What follows belongs to an exercise in optimizing a design on an open flow for small area, a short achievable clock period and few clock cycles per item; a production flow would make more cautious choices.
Where RTL was checked, it was by simulation tests only, not by an equivalence proof against the original.
Power figures rest on the tool's default switching activity, not on a simulated workload.

before:
## backlight_fade_dim_controller
module backlight_fade_dim_controller #(
  parameter int TIME_BITS = 32,
  parameter int DUTY_BITS = 8
) (
  input  logic                 clk,
  input  logic                 rst,
  input  logic                 cfg_valid,
  output logic                 cfg_ready,
  input  logic [2:0]           cfg_index,
  input  logic [TIME_BITS-1:0] cfg_data,
  input  logic                 in_valid,
  output logic                 in_ready,
  input  logic [2:0]           func,
  input  logic [TIME_BITS-1:0] now_ms,
  input  logic [TIME_BITS-1:0] last_activity_ms,
  input  logic                 in_dim_phase,
  output logic                 out_valid,
  input  logic                 out_ready,
  output logic [DUTY_BITS-1:0] duty,
  output logic                 duty_written,
  output logic                 pwm_running,
  output logic                 backlight_cut
);
Size: ~4700 cells after synthesis, about 750 flip-flops, ~120 I/O pins.
Settings: LEC_CHECK=0, CAP_MARGIN=20, CORE_MARGIN=2, CORE_UTILIZATION=70, CTS_BUF_LIST=sky130_fd_sc_hd__clkbuf_8, SETUP_SLACK_MARGIN=5, SLEW_MARGIN=20; clock period 9.0 ns.
standard.sh (not shown) runs the stock make flow with config.mk's settings and CLKGATE_MAP_FILE= SYNTH_SCRIPT=/design/flow/synth_recipe.tcl, a recipe that flattens the netlist after the stock synthesis.
==> flow/flow/run.sh <==
#!/bin/bash
# Standard layout, with plain buf_1 cells (instead of the default pick) as the port buffers.
set -euo pipefail
sed "s/\"\${@:-finish}\"/'BUFFER_PORTS_ARGS=-buffer_cell sky130_fd_sc_hd__buf_1' \"\${@:-finish}\"/" standard.sh > standard_ports.sh
grep -q "BUFFER_PORTS_ARGS" standard_ports.sh
bash standard_ports.sh finish > flow_make.log 2>&1
Testbench counts of before, summed over its fixed seeds: cycles 13,575, items 13,015.
Input-level comparison between after and before:
-- flow/design.v --
<<< before, line 204
    end
  end
  logic       lt2, plt2, wt2, isdiv2, wr2, clr2;
  logic       pos_ge_l;
  logic [31:0] pos_m_l;
>>> after, line 204
    end
  end
  logic       lt2, plt2, wt2, isdiv2, clr2, wl2;
  logic       pos_ge_l;
  logic [31:0] pos_m_l;
<<< before, line 214
    wt2    = lt2 || dim2 || (cB != 8'hFF);
    isdiv2 = tick2 && !lt2 && dim2 && plt2 && lbok;
    wr2    = tick2 ? wt2 : wrf2;
    clr2   = tick2 ? !wt2 : clrf2;
    lvq2   = (tick2 && lt2) ? elo2 : (tick2 && dim2) ? ec : cB;
  end
>>> after, line 214
    wt2    = lt2 || dim2 || (cB != 8'hFF);
    isdiv2 = tick2 && !lt2 && dim2 && plt2 && lbok;
    clr2   = tick2 ? !wt2 : clrf2;
    wl2    = tick2 ? (wt2 && !isdiv2) : (wrf2 && !srcp2);
    lvq2   = (tick2 && lt2) ? elo2 : (tick2 && dim2) ? ec : cB;
  end
<<< before, line 254
    {ms2, mc2} = csa(l2[0], l2[1], l2[2]);
  end
  logic [10:3][13:0] mt;
  logic [39:0] ms3, mc3;
  always_ff @(posedge clk) begin
    if (rst) begin
      mt[3][13] <= 1'b0;
    end else if (adv) begin
      mt[3][13] <= v2;
    end
  end
  always_ff @(posedge clk) begin
    if (adv) begin
      mt[3][12:0] <= {wr2, clr2, cut2, isdiv2, srcp2 && !tick2, lvq2};
      ms3         <= ms2;
      mc3         <= mc2;
>>> after, line 254
    {ms2, mc2} = csa(l2[0], l2[1], l2[2]);
  end
  logic [10:3][11:0] mt;
  logic [39:0] ms3, mc3;
  always_ff @(posedge clk) begin
    if (rst) begin
      mt[3][11] <= 1'b0;
    end else if (adv) begin
      mt[3][11] <= v2;
    end
  end
  always_ff @(posedge clk) begin
    if (adv) begin
      mt[3][10:0] <= {cut2, isdiv2, wl2, wl2 ? lvq2 : {6'd0, clr2, srcp2 && !tick2}};
      ms3         <= ms2;
      mc3         <= mc2;
<<< before, line 281
  always_ff @(posedge clk) begin
    if (rst) begin
      mt[4][13] <= 1'b0;
    end else if (adv) begin
      mt[4][13] <= mt[3][13];
    end
  end
>>> after, line 281
  always_ff @(posedge clk) begin
    if (rst) begin
      mt[4][11] <= 1'b0;
    end else if (adv) begin
      mt[4][11] <= mt[3][11];
    end
  end
<<< before, line 289
    if (adv) begin
      rr[7]       <= y3;
      mt[4][12:0] <= {mt[3][12:8], mt[3][9] ? !y3[39] : mt[3][7], mt[3][6:0]};
    end
  end
>>> after, line 289
    if (adv) begin
      rr[7]       <= y3;
      mt[4][10:0] <= {mt[3][10:8], mt[3][9] ? !y3[39] : mt[3][7], mt[3][6:0]};
    end
  end
<<< before, line 298
    logic        q;
    logic [39:0] rn;
    logic [13:0] mn;
    bfdc_add #(.N(34)) u_step (.a(u), .b(lx), .ci(!sg), .s(d), .co());
    always_comb begin
>>> after, line 298
    logic        q;
    logic [39:0] rn;
    logic [11:0] mn;
    bfdc_add #(.N(34)) u_step (.a(u), .b(lx), .ci(!sg), .s(d), .co());
    always_comb begin
<<< before, line 312
    always_ff @(posedge clk) begin
      if (rst) begin
        mt[11-i][13] <= 1'b0;
      end else if (adv) begin
        mt[11-i][13] <= mn[13];
      end
    end
>>> after, line 312
    always_ff @(posedge clk) begin
      if (rst) begin
        mt[11-i][11] <= 1'b0;
      end else if (adv) begin
        mt[11-i][11] <= mn[11];
      end
    end
<<< before, line 320
      if (adv) begin
        rr[i]          <= rn;
        mt[11-i][12:0] <= mn[12:0];
      end
    end
>>> after, line 320
      if (adv) begin
        rr[i]          <= rn;
        mt[11-i][10:0] <= mn[10:0];
      end
    end
<<< before, line 326
  logic        v10, wr10, clr10, cut10, isdiv10, srcp10;
  logic [7:0]  lvq10;
  assign {v10, wr10, clr10, cut10, isdiv10, srcp10, lvq10} = mt[10];
  logic        q0;
  logic [33:0] d0;
>>> after, line 326
  logic        v10, wr10, clr10, cut10, isdiv10, srcp10;
  logic [7:0]  lvq10;
  logic        wl10;
  assign {v10, cut10, isdiv10, wl10, lvq10} = mt[10];
  assign srcp10 = !isdiv10 && !wl10 && lvq10[0];
  assign wr10   = isdiv10 || wl10 || lvq10[0];
  assign clr10  = !isdiv10 && !wl10 && lvq10[1];
  logic        q0;
  logic [33:0] d0;
<<< before, line 341
    c0     = (a0 < cM) ? cM : a0;
    c1     = (a1 < cM) ? cM : a1;
    level  = isdiv10 ? (q0 ? c1 : c0) : (srcp10 ? plc : lvq10);
    r_duty = wr10 ? level : duty;
    r_pwm  = wr10 || (!clr10 && pwm_running);
>>> after, line 345
    c0     = (a0 < cM) ? cM : a0;
    c1     = (a1 < cM) ? cM : a1;
    level  = isdiv10 ? (q0 ? c1 : c0) : (wl10 ? lvq10 : plc);
    r_duty = wr10 ? level : duty;
    r_pwm  = wr10 || (!clr10 && pwm_running);
[summary]
Between before and after, the switching power of the nets is lower for after. Sum of buffers and inverters on the critical path: after vs before down 2. Power, before and after: smaller value in after. Delta (after minus before): non-clock buffer count decreased 12%; final-layout clock buffer total fell by about 3.4%; chip width dropped 0.48%; utilization after layout fell by 1.4 points. The setup slack of after is smaller than that of before.
Testbench counts of after, summed over its fixed seeds: cycles 13,575, items 13,015.


the baseline:
Another version of the RTL of backlight_fade_dim_controller (not shown whole).
Size: about 4700 cells after synthesis, about 780 flip-flops, about 120 I/O pins, ~51000 um2 of cells after synthesis.
==> flow/design.v (excerpt) <==
module backlight_fade_dim_controller #(
  parameter int TIME_BITS = 32,
  parameter int DUTY_BITS = 8
) (
  input  logic                 clk,
  input  logic                 rst,
  input  logic                 cfg_valid,
  output logic                 cfg_ready,
  input  logic [2:0]           cfg_index,
  input  logic [TIME_BITS-1:0] cfg_data,
  input  logic                 in_valid,
  output logic                 in_ready,
  input  logic [2:0]           func,
  input  logic [TIME_BITS-1:0] now_ms,
  input  logic [TIME_BITS-1:0] last_activity_ms,
  input  logic                 in_dim_phase,
  output logic                 out_valid,
  input  logic                 out_ready,
  output logic [DUTY_BITS-1:0] duty,
  output logic                 duty_written,
  output logic                 pwm_running,
  output logic                 backlight_cut
);
  assign cfg_ready = 1'b1;
  logic [7:0]  cB, cFe, cFp, cM;
  logic [31:0] cT, cL;
  always_ff @(posedge clk) begin
    if (rst) begin
      cB  <= 8'd180;
      cT  <= 32'd30000;
      cL  <= 32'd5000;
      cFe <= 8'd31;
      cFp <= 8'd77;
      cM  <= 8'd4;
    end else if (cfg_valid) begin
      case (cfg_index)
        3'd0: cB  <= cfg_data[7:0];
        3'd1: cT  <= cfg_data;
        3'd2: cL  <= cfg_data;
        3'd3: cFe <= cfg_data[7:0];
        3'd4: cFp <= cfg_data[7:0];
        3'd5: cM  <= cfg_data[7:0];
        default: begin
        end
      endcase
    end
  end
  logic [7:0] dd;      
  logic [7:0] ec;      
  logic [7:0] plc;     
  logic       lbok;    
  logic [1:0] pc;      
  logic       tE2, tP2, tE3, tP3, tE4, tP4;
  logic sv;            
  logic adv;           
  logic acc;
  assign adv      = !sv;
  assign in_ready = !sv && !pc[1];
  assign acc      = in_valid && in_ready;
  logic [31:0] st_start;
  logic        st_started;
  logic        st_cut;
  logic m_tick, m_wrf, m_clrf, m_srcp, m_cut;
  always_comb begin
    m_tick = (func == 3'd0) && !st_cut;
    m_wrf  = (func == 3'd1) || ((func == 3'd3) && st_cut);
  ...
Settings: LEC_CHECK=0, CAP_MARGIN=20, CORE_MARGIN=2, CORE_UTILIZATION=40, SETUP_SLACK_MARGIN=5, SLEW_MARGIN=20; clock period 9.0 ns.
run.sh (not shown) runs the stock make flow with config.mk's settings and CLKGATE_MAP_FILE= SYNTH_SCRIPT=/design/flow/synth_recipe.tcl, a recipe that flattens the netlist after the stock synthesis.
Stock flow here: none of the scripts above is used.
Inputs modified between the baseline and the candidate:
--- a/flow/design.v
+++ b/flow/design.v
@@ -143,21 +143,15 @@
       if (func == 3'd4) begin
         st_start   <= '0;
         st_started <= 1'b0;
       end
     end
   end
   logic        v1, tick1, dim1, wrf1, clrf1, srcp1, cut1;
-  logic [31:0] now1, ps1, pc1;
-  logic [31:0] ps0, pc0;
-  always_comb begin
-    ps0 = now_ms ^ ~last_activity_ms ^ ~cT;
-    pc0 = {(now_ms[30:0] & ~last_activity_ms[30:0]) | (now_ms[30:0] & ~cT[30:0]) |
-           (~last_activity_ms[30:0] & ~cT[30:0]), 1'b1};
-  end
+  logic [31:0] now1, last1;
   always_ff @(posedge clk) begin
     if (rst) begin
       v1 <= 1'b0;
     end else if (adv) begin
       v1 <= acc;
     end
   end
@@ -166,23 +160,25 @@
       tick1 <= m_tick;
       dim1  <= in_dim_phase;
       wrf1  <= m_wrf;
       clrf1 <= m_clrf;
       srcp1 <= m_srcp;
       cut1  <= m_cut;
       now1  <= now_ms;
-      ps1   <= ps0;
-      pc1   <= pc0;
+      last1 <= last_activity_ms;
     end
   end
   logic [31:0] elapsed1, pos1;
   bfdc_add #(.N(32)) u_elapsed (
     .a(now1), .b(~st_start), .ci(1'b1), .s(elapsed1), .co());
-  logic [31:0] ps_b, pc_b;
+  logic [31:0] ps1, pc1, ps_b, pc_b;
   always_comb begin
+    ps1 = now1 ^ ~last1 ^ ~cT;
+    pc1 = {(now1[30:0] & ~last1[30:0]) | (now1[30:0] & ~cT[30:0]) | (~last1[30:0] & ~cT[30:0]),
+           1'b1};
     ps_b = ps1 ^ pc1 ^ cL;
     pc_b = {(ps1[30:0] & pc1[30:0]) | (ps1[30:0] & cL[30:0]) | (pc1[30:0] & cL[30:0]), 1'b1};
   end
   bfdc_add #(.N(32)) u_pos (.a(ps_b), .b(pc_b), .ci(1'b0), .s(pos1), .co());
   logic        v2, tick2, dim2, wrf2, clrf2, srcp2, cut2, ehz2;
   logic [7:0]  elo2;
   logic [31:0] pos2;
- Compared with the baseline, the candidate shows half-perimeter wire length after placement that has gone down by a few percent.
- The baseline has lower post-CTS resize count than the candidate.
- The mux share of post-synthesis cell area was comparable across the baseline and the candidate.
- Going from the baseline to the candidate, switching power grew slightly.
- The baseline and the candidate ended up with roughly the same number of nets at the end of the flow.
- Looking at minimum clock period after layout across the baseline and the candidate, the one that comes out higher is the candidate.
- Total number of cells along the worst setup path: the candidate vs the baseline up 10
- Final worst-path cycle share delta for the candidate relative to the baseline: 1.9 points higher
No run of this note included a check of the RTL's function; only the layout flow was run.


backlight_fade_dim_controller, a different RTL version from the one above (not shown whole).
Size in the first run: roughly 5200 cells after synthesis, ~780 flip-flops, ~120 I/O pins, about 0.054 mm2 of cells after synthesis.
make LEC_CHECK=0 CAP_MARGIN=20 CORE_MARGIN=2 CORE_UTILIZATION=40 SETUP_SLACK_MARGIN=5 SLEW_MARGIN=20 finish   # period 9.0 ns
Edit:
--- a/flow/design.v
+++ b/flow/design.v
@@ -112,21 +112,15 @@
       if (func == 3'd4) begin
         st_start   <= '0;
         st_started <= 1'b0;
       end
     end
   end
   logic        v1, tick1, dim1, wrf1, clrf1, srcp1, cut1;
-  logic [31:0] now1, ps1, pc1;
-  logic [31:0] ps0, pc0;
-  always_comb begin
-    ps0 = now_ms ^ ~last_activity_ms ^ ~cT;
-    pc0 = {(now_ms[30:0] & ~last_activity_ms[30:0]) | (now_ms[30:0] & ~cT[30:0]) |
-           (~last_activity_ms[30:0] & ~cT[30:0]), 1'b1};
-  end
+  logic [31:0] now1, last1;
   always_ff @(posedge clk) begin
     if (rst) begin
       v1 <= 1'b0;
     end else if (adv) begin
       v1 <= acc;
     end
   end
@@ -135,24 +129,26 @@
       tick1 <= m_tick;
       dim1  <= in_dim_phase;
       wrf1  <= m_wrf;
       clrf1 <= m_clrf;
       srcp1 <= m_srcp;
       cut1  <= m_cut;
       now1  <= now_ms;
-      ps1   <= ps0;
-      pc1   <= pc0;
+      last1 <= last_activity_ms;
     end
   end
   logic [31:0] elapsed1, pos1;
   assign elapsed1 = now1 - st_start;
-  logic [31:0] ps_b, pc_b;
+  logic [31:0] ps_a, pc_a, ps_b, pc_b;
   always_comb begin
-    ps_b = ps1 ^ pc1 ^ cL;
-    pc_b = {(ps1[30:0] & pc1[30:0]) | (ps1[30:0] & cL[30:0]) | (pc1[30:0] & cL[30:0]), 1'b1};
+    ps_a = now1 ^ ~last1 ^ ~cT;
+    pc_a = {(now1[30:0] & ~last1[30:0]) | (now1[30:0] & ~cT[30:0]) | (~last1[30:0] & ~cT[30:0]),
+            1'b1};
+    ps_b = ps_a ^ pc_a ^ cL;
+    pc_b = {(ps_a[30:0] & pc_a[30:0]) | (ps_a[30:0] & cL[30:0]) | (pc_a[30:0] & cL[30:0]), 1'b1};
   end
   assign pos1 = ps_b + pc_b;
   logic        v2, tick2, dim2, wrf2, clrf2, srcp2, cut2, ehz2;
   logic [7:0]  elo2;
   logic [31:0] pos2;
   always_ff @(posedge clk) begin
     if (rst) begin
@@ -167,16 +163,17 @@
       dim2  <= dim1;
       wrf2  <= wrf1;
       clrf2 <= clrf1;
       srcp2 <= srcp1;
       cut2  <= cut1;
       elo2  <= elapsed1[7:0];
       ehz2  <= (elapsed1[31:8] == 24'd0);
-      pos2[31:8] <= pos1[31:8] & {24{!pc[1]}};
-      pos2[7:0]  <= !pc[1] ? pos1[7:0] : pc[0] ? cFe : cFp;
+      if (pc == 2'd3)      pos2 <= {24'd0, cFe};
+      else if (pc == 2'd2) pos2 <= {24'd0, cFp};
+      else                 pos2 <= pos1;
     end
   end
   logic       lt2, plt2, wt2, isdiv2, wr2, clr2;
   logic [7:0] lvq2;
   always_comb begin
     lt2    = ehz2 && (elo2 < cB);
     plt2   = pos2 < cL;
What happened: The new run finished clean. Count of clock-buffer cells in the layout is higher by 2. Worst hold slack loses 0.0080 ns. First-iteration DRC count goes down by 12%. Combinational power went down by about 4%. Utilization increases by 0.18 points. Design area came out lower by 2.0%. Critical path depth falls by 2. Power drops by 3.0%. Setup slack degrades by 0.040 ns. Via count fell by 1.1%. Synthesized area goes down by 1.8%. Maximum frequency went down by 0.98%. Synthesized cell count goes down by 0.67%.
Testbench counts after the change, summed over its fixed seeds: cycles 13,575, items 13,015.
The RTL of the first run of this note was laid out without a check of its function.


The RTL this note starts from:
==> flow/design.v <==
`timescale 1ns / 1ps
package bfdc_pkg;
  typedef enum logic [2:0] {
    FUNC_UPDATE = 3'd0,
    FUNC_PREDIM = 3'd1,
    FUNC_OFF    = 3'd2,
    FUNC_ON     = 3'd3,
    FUNC_RESET  = 3'd4
  } func_t;
  typedef enum logic [2:0] {
    CFG_BRIGHTNESS    = 3'd0,
    CFG_SLEEP_TIMEOUT = 3'd1,
    CFG_DIM_LEAD      = 3'd2,
    CFG_DIM_END_FRAC  = 3'd3,
    CFG_PREDIM_FRAC   = 3'd4,
    CFG_MIN_DIM_DUTY  = 3'd5
  } cfg_idx_t;
  typedef struct packed {
    logic load;
    logic prep;
    logic div_init;
    logic div_step;
    logic commit;
  } cmd_t;
  typedef struct packed {
    logic need_div;
    logic div_last;
  } status_t;
endpackage
`timescale 1ns / 1ps
module backlight_fade_dim_controller #(
  parameter int TIME_BITS = 32,
  parameter int DUTY_BITS = 8
) (
  input  logic                 clk,
  input  logic                 rst,
  input  logic                 cfg_valid,
  output logic                 cfg_ready,
  input  logic [2:0]           cfg_index,
  input  logic [TIME_BITS-1:0] cfg_data,
  input  logic                 in_valid,
  output logic                 in_ready,
  input  logic [2:0]           func,
  input  logic [TIME_BITS-1:0] now_ms,
  input  logic [TIME_BITS-1:0] last_activity_ms,
  input  logic                 in_dim_phase,
  output logic                 out_valid,
  input  logic                 out_ready,
  output logic [DUTY_BITS-1:0] duty,
  output logic                 duty_written,
  output logic                 pwm_running,
  output logic                 backlight_cut
);
  assign cfg_ready = 1'b1;
  logic [7:0]  cB, cFe, cFp, cM;
  logic [31:0] cT, cL;
  always_ff @(posedge clk) begin
    if (rst) begin
      cB  <= 8'd180;
      cT  <= 32'd30000;
      cL  <= 32'd5000;
      cFe <= 8'd31;
      cFp <= 8'd77;
      cM  <= 8'd4;
    end else if (cfg_valid) begin
      case (cfg_index)
        3'd0: cB  <= cfg_data[7:0];
        3'd1: cT  <= cfg_data;
        3'd2: cL  <= cfg_data;
        3'd3: cFe <= cfg_data[7:0];
        3'd4: cFp <= cfg_data[7:0];
        3'd5: cM  <= cfg_data[7:0];
        default: begin
        end
      endcase
    end
  end
  logic [7:0] dd;      
  logic [7:0] ec;      
  logic [7:0] plc;     
  logic       lbok;    
  logic [1:0] pc;      
  logic       tE2, tP2, tE3, tP3, tE4, tP4;
  logic sv;            
  logic adv;           
  logic acc;
  assign adv      = !sv;
  assign in_ready = !sv && !pc[1];
  assign acc      = in_valid && in_ready;
  logic [31:0] st_start;
  logic        st_started;
  logic        st_cut;
  logic m_tick, m_wrf, m_clrf, m_srcp, m_cut;
  always_comb begin
    m_tick = (func == 3'd0) && !st_cut;
    m_wrf  = (func == 3'd1) || ((func == 3'd3) && st_cut);
    m_clrf = ((func == 3'd2) && !st_cut) || (func == 3'd4);
    m_srcp = (func == 3'd1);
    m_cut  = (func == 3'd2) ? 1'b1 : (func == 3'd3) ? 1'b0 : st_cut;
  end
  always_ff @(posedge clk) begin
    if (rst) begin
      st_start   <= '0;
      st_started <= 1'b0;
      st_cut     <= 1'b0;
    end else if (acc) begin
      st_cut <= m_cut;
      if (m_tick && !st_started) begin
        st_start   <= now_ms;
        st_started <= 1'b1;
      end
      if (func == 3'd4) begin
        st_start   <= '0;
        st_started <= 1'b0;
      end
    end
  end
  logic        v1, tick1, dim1, wrf1, clrf1, srcp1, cut1;
  logic [31:0] now1, ps1, pc1;
  logic [31:0] ps0, pc0;
  always_comb begin
    ps0 = now_ms ^ ~last_activity_ms ^ ~cT;
    pc0 = {(now_ms[30:0] & ~last_activity_ms[30:0]) | (now_ms[30:0] & ~cT[30:0]) |
           (~last_activity_ms[30:0] & ~cT[30:0]), 1'b1};
  end
  always_ff @(posedge clk) begin
    if (rst) begin
      v1 <= 1'b0;
    end else if (adv) begin
      v1 <= acc;
    end
  end
  always_ff @(posedge clk) begin
    if (adv) begin
      tick1 <= m_tick;
      dim1  <= in_dim_phase;
      wrf1  <= m_wrf;
      clrf1 <= m_clrf;
      srcp1 <= m_srcp;
      cut1  <= m_cut;
      now1  <= now_ms;
      ps1   <= ps0;
      pc1   <= pc0;
    end
  end
  logic [31:0] elapsed1, pos1;
  assign elapsed1 = now1 - st_start;
  logic [31:0] ps_b, pc_b;
  always_comb begin
    ps_b = ps1 ^ pc1 ^ cL;
    pc_b = {(ps1[30:0] & pc1[30:0]) | (ps1[30:0] & cL[30:0]) | (pc1[30:0] & cL[30:0]), 1'b1};
  end
  assign pos1 = ps_b + pc_b;
  logic        v2, tick2, dim2, wrf2, clrf2, srcp2, cut2, ehz2;
  logic [7:0]  elo2;
  logic [31:0] pos2;
  always_ff @(posedge clk) begin
    if (rst) begin
      v2 <= 1'b0;
    end else if (adv) begin
      v2 <= v1;
    end
  end
  always_ff @(posedge clk) begin
    if (adv) begin
      tick2 <= tick1;
      dim2  <= dim1;
      wrf2  <= wrf1;
      clrf2 <= clrf1;
      srcp2 <= srcp1;
      cut2  <= cut1;
      elo2  <= elapsed1[7:0];
      ehz2  <= (elapsed1[31:8] == 24'd0);
      pos2[31:8] <= pos1[31:8] & {24{!pc[1]}};
      pos2[7:0]  <= !pc[1] ? pos1[7:0] : pc[0] ? cFe : cFp;
    end
  end
  logic       lt2, plt2, wt2, isdiv2, wr2, clr2;
  logic [7:0] lvq2;
  always_comb begin
    lt2    = ehz2 && (elo2 < cB);
    plt2   = pos2 < cL;
    wt2    = lt2 || dim2 || (cB != 8'hFF);
    isdiv2 = tick2 && !lt2 && dim2 && plt2 && lbok;
    wr2    = tick2 ? wt2 : wrf2;
    clr2   = tick2 ? !wt2 : clrf2;
    lvq2   = (tick2 && lt2) ? elo2 : (tick2 && dim2) ? ec : cB;
  end
  function automatic logic [79:0] csa(input logic [39:0] a, input logic [39:0] b,
                                      input logic [39:0] c);
    logic [39:0] s, k;
    s = a ^ b ^ c;
    k = (a & b) | (a & c) | (b & c);
    csa = {s, k[38:0], 1'b0};
  endfunction
  logic [7:0][39:0] pp;
  logic [5:0][39:0] l1;
  logic [3:0][39:0] l2;
  logic [2:0][39:0] l3;
  logic [39:0] ms2, mc2;
  always_comb begin
    for (int j = 0; j < 8; j++) begin
      pp[j] = dd[j] ? ({8'd0, pos2} << j) : 40'd0;
    end
    {l1[0], l1[1]} = csa(pp[0], pp[1], pp[2]);
    {l1[2], l1[3]} = csa(pp[3], pp[4], pp[5]);
    l1[4] = pp[6];
    l1[5] = pp[7];
    {l2[0], l2[1]} = csa(l1[0], l1[1], l1[2]);
    {l2[2], l2[3]} = csa(l1[3], l1[4], l1[5]);
    {l3[0], l3[1]} = csa(l2[0], l2[1], l2[2]);
    l3[2] = l2[3];
    {ms2, mc2} = csa(l3[0], l3[1], l3[2]);
  end
  logic [10:3][13:0] mt;
  logic [39:0] ms3, mc3;
  always_ff @(posedge clk) begin
    if (rst) begin
      mt[3][13] <= 1'b0;
    end else if (adv) begin
      mt[3][13] <= v2;
    end
  end
  always_ff @(posedge clk) begin
    if (adv) begin
      mt[3][12:0] <= {wr2, clr2, cut2, isdiv2, srcp2 && !tick2, lvq2};
      ms3         <= ms2;
      mc3         <= mc2;
    end
  end
  logic [39:0] lsh3, ys3, yc3, y3;
  logic [15:0] xr3;    
  always_comb begin
    lsh3 = {1'b0, cL, 7'd0};
    ys3  = ms3 ^ mc3 ^ ~lsh3;
    yc3  = (ms3 & mc3) | ((ms3 | mc3) & ~lsh3);
    yc3  = {yc3[38:0], 1'b1};
    y3   = ys3 + yc3;
    xr3  = y3[15:0] + {cL[8:0], 7'd0};
  end
  logic [7:1][39:0] rr;
  always_ff @(posedge clk) begin
    if (rst) begin
      mt[4][13] <= 1'b0;
    end else if (adv) begin
      mt[4][13] <= mt[3][13];
    end
  end
  always_ff @(posedge clk) begin
    if (adv) begin
      rr[7]       <= y3;
      mt[4][12:0] <= {mt[3][12:8], mt[3][9] ? !y3[39] : mt[3][7], mt[3][6:0]};
    end
  end
  for (genvar i = 1; i <= 6; i++) begin : g_step
    logic        sg;
    logic [33:0] u, lx;
    logic [34:0] d;
    logic        q;
    logic [39:0] rn;
    logic [13:0] mn;
    always_comb begin
      sg = rr[i+1][33+i];
      u  = rr[i+1][33+i:i];
      lx = sg ? {2'b0, cL} : ~{2'b0, cL};
      d  = {u, 1'b1} + {lx, !sg};
      q  = !d[33];
      rn = '0;
      rn[32+i:0] = {d[33:1], rr[i+1][i-1:0]};
      mn = mt[10-i];
      if (mt[10-i][9]) mn[i] = q;
    end
    always_ff @(posedge clk) begin
      if (rst) begin
        mt[11-i][13] <= 1'b0;
      end else if (adv) begin
        mt[11-i][13] <= mn[13];
      end
    end
    always_ff @(posedge clk) begin
      if (adv) begin
        rr[i]          <= rn;
        mt[11-i][12:0] <= mn[12:0];
      end
    end
  end
  logic        v10, wr10, clr10, cut10, isdiv10, srcp10;
  logic [7:0]  lvq10;
  assign {v10, wr10, clr10, cut10, isdiv10, srcp10, lvq10} = mt[10];
  logic        q0;
  logic [34:0] d0;
  logic [7:0]  a0, a1, c0, c1, level;
  logic [7:0]  r_duty;
  logic        r_pwm;
  logic        prod;
  always_comb begin
    d0     = {rr[1][33:0], 1'b1} + {(rr[1][33] ? {2'b0, cL} : ~{2'b0, cL}), !rr[1][33]};
    q0     = !d0[33];
    a0     = cB - {lvq10[7:1], 1'b0};
    a1     = cB - {lvq10[7:1], 1'b1};
    c0     = (a0 < cM) ? cM : a0;
    c1     = (a1 < cM) ? cM : a1;
    level  = isdiv10 ? (q0 ? c1 : c0) : (srcp10 ? plc : lvq10);
    r_duty = wr10 ? level : duty;
    r_pwm  = wr10 || (!clr10 && pwm_running);
    prod   = v10 && adv;
  end
  logic [7:0] sd;
  logic       sw, sp, sc;
  logic       deliver;
  assign deliver = out_valid && out_ready;
  always_ff @(posedge clk) begin
    if (rst) begin
      out_valid     <= 1'b0;
      sv            <= 1'b0;
      duty          <= '0;
      duty_written  <= 1'b0;
      pwm_running   <= 1'b1;
      backlight_cut <= 1'b0;
    end else if (sv) begin
      if (deliver) begin
        sv            <= 1'b0;
        duty          <= sd;
        duty_written  <= sw;
        pwm_running   <= sp;
        backlight_cut <= sc;
      end
    end else if (prod) begin
      if (!out_valid || deliver) begin
        out_valid     <= 1'b1;
        duty          <= r_duty;
        duty_written  <= wr10;
        pwm_running   <= r_pwm;
        backlight_cut <= cut10;
      end else begin
        sv <= 1'b1;
        sd <= r_duty;
        sw <= wr10;
        sp <= r_pwm;
        sc <= cut10;
      end
    end else if (deliver) begin
      out_valid <= 1'b0;
    end
  end
  always_ff @(posedge clk) begin
    if (rst) begin
      pc   <= 2'd0;
      tE2  <= 1'b0;
      tP2  <= 1'b0;
      tE3  <= 1'b0;
      tP3  <= 1'b0;
      tE4  <= 1'b0;
      tP4  <= 1'b0;
      dd   <= 8'd159;
      ec   <= 8'd21;
      plc  <= 8'd54;
      lbok <= 1'b1;
    end else if (cfg_valid) begin
      pc  <= 2'd3;
      tE2 <= 1'b0;
      tP2 <= 1'b0;
      tE3 <= 1'b0;
      tP3 <= 1'b0;
      tE4 <= 1'b0;
      tP4 <= 1'b0;
    end else begin
      if (pc != 2'd0) pc <= pc - 2'd1;
      tE2 <= (pc == 2'd3);
      tP2 <= (pc == 2'd2);
      tE3 <= tE2;
      tP3 <= tP2;
      tE4 <= tE3;
      tP4 <= tP3;
      if (pc == 2'd3) dd <= cB;
      if (tE3) ec <= xr3[15:8];
      if (tE4) begin
        dd   <= cB - ec;
        lbok <= (cL != 32'd0) && (cB > ec);
        ec   <= (ec < cM) ? cM : ec;
      end
      if (tP3) plc <= xr3[15:8];
      if (tP4) plc <= (plc < cM) ? cM : plc;
    end
  end
endmodule
clock: 9.0 ns
lec_check: 0
cap_margin: 20
core_margin: 2
core_utilization: 40
setup_slack_margin: 5
slew_margin: 20
The baseline completed without violations.
Then changed:
--- a/flow/design.v
+++ b/flow/design.v
@@ -27,8 +27,39 @@
     logic div_last;
   } status_t;
 endpackage
 `timescale 1ns / 1ps
+module bfdc_add #(
+  parameter int N = 32
+) (
+  input  logic [N-1:0] a,
+  input  logic [N-1:0] b,
+  input  logic         ci,
+  output logic [N-1:0] s,
+  output logic         co
+);
+  localparam int LV = $clog2(N);
+  logic [LV:0][N-1:0] g, p;
+  logic [N-1:0]       x;
+  assign x    = a ^ b;
+  assign p[0] = x;
+  assign g[0] = (a & b) | {{(N-1){1'b0}}, x[0] & ci};
+  for (genvar l = 0; l < LV; l++) begin : g_lv
+    for (genvar i = 0; i < N; i++) begin : g_bit
+      if (((i >> l) & 1) == 1) begin : g_op
+        localparam int J = ((i >> l) << l) - 1;
+        assign g[l+1][i] = g[l][i] | (p[l][i] & g[l][J]);
+        assign p[l+1][i] = p[l][i] & p[l][J];
+      end else begin : g_pass
+        assign g[l+1][i] = g[l][i];
+        assign p[l+1][i] = p[l][i];
+      end
+    end
+  end
+  assign s  = x ^ {g[LV][N-2:0], ci};
+  assign co = g[LV][N-1];
+endmodule
+`timescale 1ns / 1ps
 module backlight_fade_dim_controller #(
   parameter int TIME_BITS = 32,
   parameter int DUTY_BITS = 8
 ) (
@@ -143,15 +174,16 @@
       pc1   <= pc0;
     end
   end
   logic [31:0] elapsed1, pos1;
-  assign elapsed1 = now1 - st_start;
+  bfdc_add #(.N(32)) u_elapsed (
+    .a(now1), .b(~st_start), .ci(1'b1), .s(elapsed1), .co());
   logic [31:0] ps_b, pc_b;
   always_comb begin
     ps_b = ps1 ^ pc1 ^ cL;
     pc_b = {(ps1[30:0] & pc1[30:0]) | (ps1[30:0] & cL[30:0]) | (pc1[30:0] & cL[30:0]), 1'b1};
   end
-  assign pos1 = ps_b + pc_b;
+  bfdc_add #(.N(32)) u_pos (.a(ps_b), .b(pc_b), .ci(1'b0), .s(pos1), .co());
   logic        v2, tick2, dim2, wrf2, clrf2, srcp2, cut2, ehz2;
   logic [7:0]  elo2;
   logic [31:0] pos2;
   always_ff @(posedge clk) begin
@@ -175,12 +207,15 @@
       pos2[7:0]  <= !pc[1] ? pos1[7:0] : pc[0] ? cFe : cFp;
     end
   end
   logic       lt2, plt2, wt2, isdiv2, wr2, clr2;
+  logic       pos_ge_l;
+  logic [31:0] pos_m_l;
+  bfdc_add #(.N(32)) u_plt (.a(pos2), .b(~cL), .ci(1'b1), .s(pos_m_l), .co(pos_ge_l));
   logic [7:0] lvq2;
   always_comb begin
     lt2    = ehz2 && (elo2 < cB);
-    plt2   = pos2 < cL;
+    plt2   = !pos_ge_l;
     wt2    = lt2 || dim2 || (cB != 8'hFF);
     isdiv2 = tick2 && !lt2 && dim2 && plt2 && lbok;
     wr2    = tick2 ? wt2 : wrf2;
     clr2   = tick2 ? !wt2 : clrf2;
@@ -229,14 +264,14 @@
     end
   end
   logic [39:0] lsh3, ys3, yc3, y3;
   logic [15:0] xr3;    
+  bfdc_add #(.N(40)) u_y3 (.a(ys3), .b(yc3), .ci(1'b0), .s(y3), .co());
   always_comb begin
     lsh3 = {1'b0, cL, 7'd0};
     ys3  = ms3 ^ mc3 ^ ~lsh3;
     yc3  = (ms3 & mc3) | ((ms3 | mc3) & ~lsh3);
     yc3  = {yc3[38:0], 1'b1};
-    y3   = ys3 + yc3;
     xr3  = y3[15:0] + {cL[8:0], 7'd0};
   end
   logic [7:1][39:0] rr;
   always_ff @(posedge clk) begin
@@ -254,20 +289,20 @@
   end
   for (genvar i = 1; i <= 6; i++) begin : g_step
     logic        sg;
     logic [33:0] u, lx;
-    logic [34:0] d;
+    logic [33:0] d;
     logic        q;
     logic [39:0] rn;
     logic [13:0] mn;
+    bfdc_add #(.N(34)) u_step (.a(u), .b(lx), .ci(!sg), .s(d), .co());
     always_comb begin
       sg = rr[i+1][33+i];
       u  = rr[i+1][33+i:i];
       lx = sg ? {2'b0, cL} : ~{2'b0, cL};
-      d  = {u, 1'b1} + {lx, !sg};
-      q  = !d[33];
+      q  = !d[32];
       rn = '0;
-      rn[32+i:0] = {d[33:1], rr[i+1][i-1:0]};
+      rn[32+i:0] = {d[32:0], rr[i+1][i-1:0]};
       mn = mt[10-i];
       if (mt[10-i][9]) mn[i] = q;
     end
     always_ff @(posedge clk) begin
@@ -287,16 +322,17 @@
   logic        v10, wr10, clr10, cut10, isdiv10, srcp10;
   logic [7:0]  lvq10;
   assign {v10, wr10, clr10, cut10, isdiv10, srcp10, lvq10} = mt[10];
   logic        q0;
-  logic [34:0] d0;
+  logic [33:0] d0;
+  bfdc_add #(.N(34)) u_last (
+    .a(rr[1][33:0]), .b(rr[1][33] ? {2'b0, cL} : ~{2'b0, cL}), .ci(!rr[1][33]), .s(d0), .co());
   logic [7:0]  a0, a1, c0, c1, level;
   logic [7:0]  r_duty;
   logic        r_pwm;
   logic        prod;
   always_comb begin
-    d0     = {rr[1][33:0], 1'b1} + {(rr[1][33] ? {2'b0, cL} : ~{2'b0, cL}), !rr[1][33]};
-    q0     = !d0[33];
+    q0     = !d0[32];
     a0     = cB - {lvq10[7:1], 1'b0};
     a1     = cB - {lvq10[7:1], 1'b1};
     c0     = (a0 < cM) ? cM : a0;
     c1     = (a1 < cM) ? cM : a1;
Setup slack is about the same.
Utilization barely changes.
Non-clock buffer count went down by 7.
Routed wire length drops by 17%.
Clock-buffer cell count went down by 8.
Combinational power is lower by 16%.
Power goes down by about 10%.
Design area falls by 4.3%.
No functional check of the RTL was part of any run of this note.

port drivers added, routing unchanged:
Ports are ideal in the flow. The routed layouts listed here were re-timed in OpenROAD. Step 1 sets driving cells, clkbuf_16 on the clock port and buf_2 on the other inputs (assumed; they add their load-dependent delay and slew). Step 2 times the ports against the registers' clock, not the clock port: input delays grow and output delays shrink by t, the midpoint of the rising clock arrivals with the driver on. a / b / c = no drivers / after step 1 / after step 2; a / b = the first two.
run	t (ns)	slack for setup (ns)	clock arrival spread, ns	worst register clock-pin slew, ns	pins driven straight from the clock port
before	0.853	5.014 / 5.014 / 4.960	0.049 / 0.049	0.07 / 0.07	1
after	0.842	4.942 / 4.942 / 4.588	0.044 / 0.044	0.07 / 0.07	1
the baseline	0.748	5.072 / 5.079 / 4.343	0.048 / 0.049	0.07 / 0.07	1
the candidate	0.745	4.896 / 4.896 / 4.580	0.074 / 0.074	0.07 / 0.07	1
the first run of note 3	0.789	4.906 / 4.906 / 4.445	0.057 / 0.057	0.07 / 0.07	1
the second run of note 3	0.772	4.865 / 4.865 / 4.449	0.043 / 0.043	0.06 / 0.06	1
the first run of note 4	0.775	4.891 / 4.891 / 4.557	0.066 / 0.066	0.07 / 0.07	1
the second run of note 4	0.754	4.890 / 4.890 / 4.719	0.040 / 0.040	0.07 / 0.07	1
After both steps every run listed still meets setup and hold. For the baseline, which loses most, drivers alone change the setup slack by +0.007 ns; drivers and shift together by -0.729 ns.
